Background: an optimization exercise with open tools, aiming at a short achievable clock period and few clock cycles per item. Do not read the settings as production practice. In this exercise RTL edits were held to simulation tests only and were not proved equivalent to the original. The clock input has no modelled driver; a real chip could not lean on it and would need a root buffer or a full tree. No activity file was given, so power comes from the tool's default toggle rates.

## axi_wr_slave
module axi_wr_slave (
    input  wire logic                  clk,
    input  wire logic                  rst_n,
    input  wire axi_wr_pkg::aw_cmd_t   aw,
    input  wire logic                  aw_valid,
    output logic                       aw_ready,
    input  wire axi_wr_pkg::w_beat_t   w,
    input  wire logic                  w_valid,
    output logic                       w_ready,
    output axi_wr_pkg::b_resp_t        b,
    output logic                       b_valid,
    input  wire logic                  b_ready,
    output axi_wr_pkg::mem_wr_t        mem,
    output logic                       mem_we,
    input  wire logic                  mem_ready
);
export LEC_CHECK = 0
export ABC_CLOCK_PERIOD_IN_PS = 1800
export CAP_MARGIN = 20
export CORE_MARGIN = 2
export CORE_UTILIZATION = 45
export GPL_TIMING_DRIVEN = 0
export PLACE_DENSITY = 0.6
export SETUP_SLACK_MARGIN = 3.6
export SLEW_MARGIN = 20
create_clock -name core_clock -period 5.5 [get_ports {clk}]
standard.sh (not shown) runs the stock make flow with config.mk's settings and CLKGATE_MAP_FILE= SYNTH_SCRIPT=/design/flow/synth_recipe.tcl, a recipe that flattens the netlist after the stock synthesis.
==> flow/flow/run.sh <==
#!/bin/bash
# Standard synthesis and layout with three changes:
# - the clock tree: the clock port feeds four first-level clock buffers,
#   each feeding a share of 24 leaf buffers placed at the centres of
#   flip-flop clusters, so every flip-flop sees two clock buffers
#   (balanced, lower insertion delay than the stock H-tree);
# - sizing may change a cell's footprint (MATCH_CELL_FOOTPRINT=0);
# - port buffering and timing repair do not use delay cells (nodly.tcl).
# Each step's full output goes to a log of its own here.
set -euo pipefail
here=$(pwd)
nd="$here/flow/nodly.tcl"
hooks=(MATCH_CELL_FOOTPRINT=0 PRE_FLOORPLAN_TCL="$nd" PRE_GLOBAL_PLACE_TCL="$nd"
       PRE_RESIZE_TCL="$nd" PRE_REPAIR_TIMING_POST_PLACE_TCL="$nd" PRE_DETAIL_PLACE_TCL="$nd"
       PRE_GLOBAL_ROUTE_TCL="$nd" PRE_DETAIL_ROUTE_TCL="$nd")
bash standard.sh synth > "$here/log_1_synth.log" 2>&1
bash standard.sh "${hooks[@]}" floorplan place > "$here/log_2_place.log" 2>&1
bash standard.sh "${hooks[@]}" PRE_CTS_TCL="$here/flow/cts_tree.tcl" cts > "$here/log_3_cts.log" 2>&1
bash standard.sh "${hooks[@]}" finish > "$here/log_4_finish.log" 2>&1
==> flow/flow/cts_tree.tcl <==
# Manual two-level clock tree: the clock port feeds NROOT first-level
# buffers, each feeding its share of NLEAF leaf buffers, each leaf feeding
# a cluster of flip-flop clock pins (k-means on pin location).
proc kmeans {pts k iters} {
  # pts: list of {x y}; returns list of cluster index per point and centroids
  set n [llength $pts]
  set cents {}
  # seed: sort by x then pick evenly spaced
  set sorted [lsort -real -index 0 $pts]
  for {set i 0} {$i < $k} {incr i} { lappend cents [lindex $sorted [expr {int(($i + 0.5) * $n / $k)}]] }
  set asg [lrepeat $n 0]
  for {set it 0} {$it < $iters} {incr it} {
    set asg {}
    foreach p $pts {
      lassign $p x y
      set best 0; set bd 1e18; set ci 0
      foreach c $cents { lassign $c cx cy; set d [expr {($x-$cx)*($x-$cx)+($y-$cy)*($y-$cy)}]; if {$d < $bd} {set bd $d; set best $ci}; incr ci }
      lappend asg $best
    }
    set sx [lrepeat $k 0.0]; set sy [lrepeat $k 0.0]; set sn [lrepeat $k 0]
    foreach p $pts a $asg { lassign $p x y; lset sx $a [expr {[lindex $sx $a]+$x}]; lset sy $a [expr {[lindex $sy $a]+$y}]; lset sn $a [expr {[lindex $sn $a]+1}] }
    set nc {}
    for {set i 0} {$i < $k} {incr i} { if {[lindex $sn $i] > 0} { lappend nc [list [expr {[lindex $sx $i]/[lindex $sn $i]}] [expr {[lindex $sy $i]/[lindex $sn $i]}]] } else { lappend nc [lindex $cents $i] } }
    set cents $nc
  }
  return [list $asg $cents]
}

proc build_tree {nroot nleaf bufname} {
  set block [ord::get_db_block]
  set master [[ord::get_db] findMaster $bufname]
  set clknet [$block findNet clk]
  # sinks
  set sinks {}; set pts {}
  foreach it [$clknet getITerms] {
    set inst [$it getInst]
    if {[[$inst getMaster] isSequential] || [string match "*df*" [[$inst getMaster] getName]]} {
      lassign [$inst getLocation] x y
      lappend sinks $it; lappend pts [list $x $y]
    }
  }
  puts "sinks [llength $sinks]"
  lassign [kmeans $pts $nleaf 20] asg cents
  # leaf buffers
  set leaves {}
  for {set i 0} {$i < $nleaf} {incr i} {
    set b [odb::dbInst_create $block $master "clkleaf_$i"]
    set n [odb::dbNet_create $block "clknet_leaf_$i"]
    $n setSigType CLOCK
    lassign [lindex $cents $i] cx cy
    $b setLocation [expr {int($cx)}] [expr {int($cy)}]
    $b setPlacementStatus PLACED
    [$b findITerm X] connect $n
    lappend leaves $b
  }
  foreach it $sinks a $asg { $it disconnect; $it connect [$block findNet "clknet_leaf_$a"] }
  # first level: cluster the leaves
  set lpts {}
  foreach c $cents { lappend lpts $c }
  lassign [kmeans $lpts $nroot 20] rasg rcents
  for {set r 0} {$r < $nroot} {incr r} {
    set b [odb::dbInst_create $block $master "clkroot_$r"]
    set n [odb::dbNet_create $block "clknet_root_$r"]
    $n setSigType CLOCK
    lassign [lindex $rcents $r] cx cy
    $b setLocation [expr {int($cx)}] [expr {int($cy)}]
    $b setPlacementStatus PLACED
    [$b findITerm X] connect $n
    [$b findITerm A] connect $clknet
  }
  foreach l $leaves a $rasg { [$l findITerm A] connect [$block findNet "clknet_root_$a"] }
  $clknet setSigType CLOCK
}

# Run from cts.tcl's PRE_CTS hook: build the tree here and leave
# clock_tree_synthesis with nothing to do. The rest of the CTS step
# (legalisation, timing repair, checks) runs as usual.
source [file join [file dirname [info script]] nodly.tcl]
source [file join [file dirname [info script]] outfix.tcl]
fix_outputs sky130_fd_sc_hd__buf_4 sky130_fd_sc_hd__buf_2
build_tree 4 24 sky130_fd_sc_hd__clkbuf_16
rename clock_tree_synthesis ""
proc clock_tree_synthesis {args} { puts "manual clock tree in place; clock_tree_synthesis skipped" }
==> flow/flow/outfix.tcl <==
# For each output port: the port buffer, and the flip-flop that drives it.
proc out_pairs {} {
  set block [ord::get_db_block]
  set pairs {}
  foreach bt [$block getBTerms] {
    if {[$bt getIoType] ne "OUTPUT"} continue
    set net [$bt getNet]
    set drv ""
    foreach it [$net getITerms] { if {[$it isOutputSignal]} { set drv $it } }
    if {$drv eq ""} continue
    set buf [$drv getInst]
    set ain ""
    foreach it [$buf getITerms] { if {[$it isInputSignal]} { set ain $it } }
    if {$ain eq ""} continue
    set ff ""
    foreach it [[$ain getNet] getITerms] { if {[$it isOutputSignal]} { set ff [$it getInst] } }
    if {$ff eq "" || ![[$ff getMaster] isSequential]} continue
    lappend pairs [list $buf $ff $ain]
  }
  return $pairs
}

# Move each output flip-flop next to its port buffer, give the port buffer
# more drive, and hang the flip-flop's other loads off a buffer of their own
# so the flip-flop output sees only the port buffer and that one buffer.
proc fix_outputs {bufcell splitcell} {
  set block [ord::get_db_block]
  set db [ord::get_db]
  set bm [$db findMaster $bufcell]
  set sm [$db findMaster $splitcell]
  set n 0; set s 0
  foreach p [out_pairs] {
    lassign $p buf ff ain
    lassign [$buf getLocation] x y
    $ff setLocation $x $y
    if {$bufcell ne ""} { $buf swapMaster $bm }
    set qnet [$ain getNet]
    set others {}
    foreach it [$qnet getITerms] {
      if {[$it isInputSignal] && [$it getInst] ne $buf} { lappend others $it }
    }
    if {[llength $others] > 0} {
      set sb [odb::dbInst_create $block $sm "outsplit_$s"]
      set sn [odb::dbNet_create $block "outsplit_net_$s"]
      $sb setLocation $x $y
      $sb setPlacementStatus PLACED
      foreach it $others { $it disconnect; $it connect $sn }
      foreach it [$sb getITerms] {
        if {[$it isInputSignal]} { $it connect $qnet }
        if {[$it isOutputSignal]} { $it connect $sn }
      }
      incr s
    }
    incr n
  }
  puts "fixed $n output flip-flops, split $s"
}
Other scripts of this flow, unchanged in this note and not shown: flow/flow/nodly.tcl
The first run finished clean.
Testbench counts at the start, summed over its fixed seeds: cycles 14,376, beats 13,386.
Edit:
- ABC_CLOCK_PERIOD_IN_PS: 1800 -> 1400
- CORE_UTILIZATION: 45 -> 55
- GPL_TIMING_DRIVEN: 0 -> 1
- PLACE_DENSITY: 0.6 -> 0.55
Outcome: Cell count decreases by about 4.7%. Die area decreases by about 18%. Design area decreases by 1.3%. Wire length increases by 3.8%. Flip-flop and latch count stays the same.
Edit:
--- a/flow/flow/cts_tree.tcl
+++ b/flow/flow/cts_tree.tcl
@@ -42,0 +43,3 @@
+  # About 18 flip-flops per leaf buffer at most
+  set nleaf [expr {max($nleaf, ([llength $sinks] + 17) / 18)}]
+  puts "leaf buffers $nleaf"
--- a/flow/flow/outfix.tcl
+++ b/flow/flow/outfix.tcl
@@ -43 +43,3 @@
-      set sb [odb::dbInst_create $block $sm "outsplit_$s"]
+      # A wide internal fanout gets a strong buffer
+      set m [expr {[llength $others] > 4 ? [$db findMaster sky130_fd_sc_hd__buf_12] : $sm}]
+      set sb [odb::dbInst_create $block $m "outsplit_$s"]
- ABC_CLOCK_PERIOD_IN_PS: 1400 -> 1800
The new run finished with timing, DRC and antenna clean.
Die area does not change.
Routed wire length rose by 2.8%.
Design area went up by 0.66%.
Sequential share of layout area came out lower by 0.35 points.
Critical path depth is unchanged.
Edit:
--- a/flow/flow/cts_tree.tcl
+++ b/flow/flow/cts_tree.tcl
@@ -43,3 +42,0 @@
-  # About 18 flip-flops per leaf buffer at most
-  set nleaf [expr {max($nleaf, ([llength $sinks] + 17) / 18)}]
-  puts "leaf buffers $nleaf"
--- a/flow/flow/outfix.tcl
+++ b/flow/flow/outfix.tcl
@@ -43,3 +43 @@
-      # A wide internal fanout gets a strong buffer
-      set m [expr {[llength $others] > 4 ? [$db findMaster sky130_fd_sc_hd__buf_12] : $sm}]
-      set sb [odb::dbInst_create $block $m "outsplit_$s"]
+      set sb [odb::dbInst_create $block $sm "outsplit_$s"]
Result: The changed run passed the timing, DRC and antenna checks. Core utilization came out lower by 0.47 points. Setup slack gets better by 0.025 ns. Synthesized area stays the same. Via count fell by 1.0%. Die area stays the same. Total power shrinks by 2.1%. Clock power fell by about 10%. Combinational power came out lower by about 1%.
In every run of this note, the design's own scripts or RTL, not TritonCTS, make the clock network.

port drivers added, routing unchanged:
Ports are ideal in the flow. The routed layouts listed here were re-timed in OpenROAD. Step 1, drivers: a clkbuf_16 drives clk and a buf_2 each remaining input, both assumed. Step 2 times the ports against the registers' clock, not the clock port: input delays grow and output delays shrink by t, the midpoint of the rising clock arrivals with the driver on. a / b / c = no drivers / after step 1 / after step 2; a / b = the first two.
run	shift t [ns]	slack for setup (ns)	worst slew at a driven data input, ns
the first run	0.470	3.486 / 3.364 / 3.230	0.09
the second run	0.480	3.494 / 3.366 / 3.208	0.09
the third run	0.485	3.468 / 3.342 / 3.224	0.09
the fourth run	0.480	3.494 / 3.366 / 3.208	0.09
After both steps every run listed still meets setup and hold.
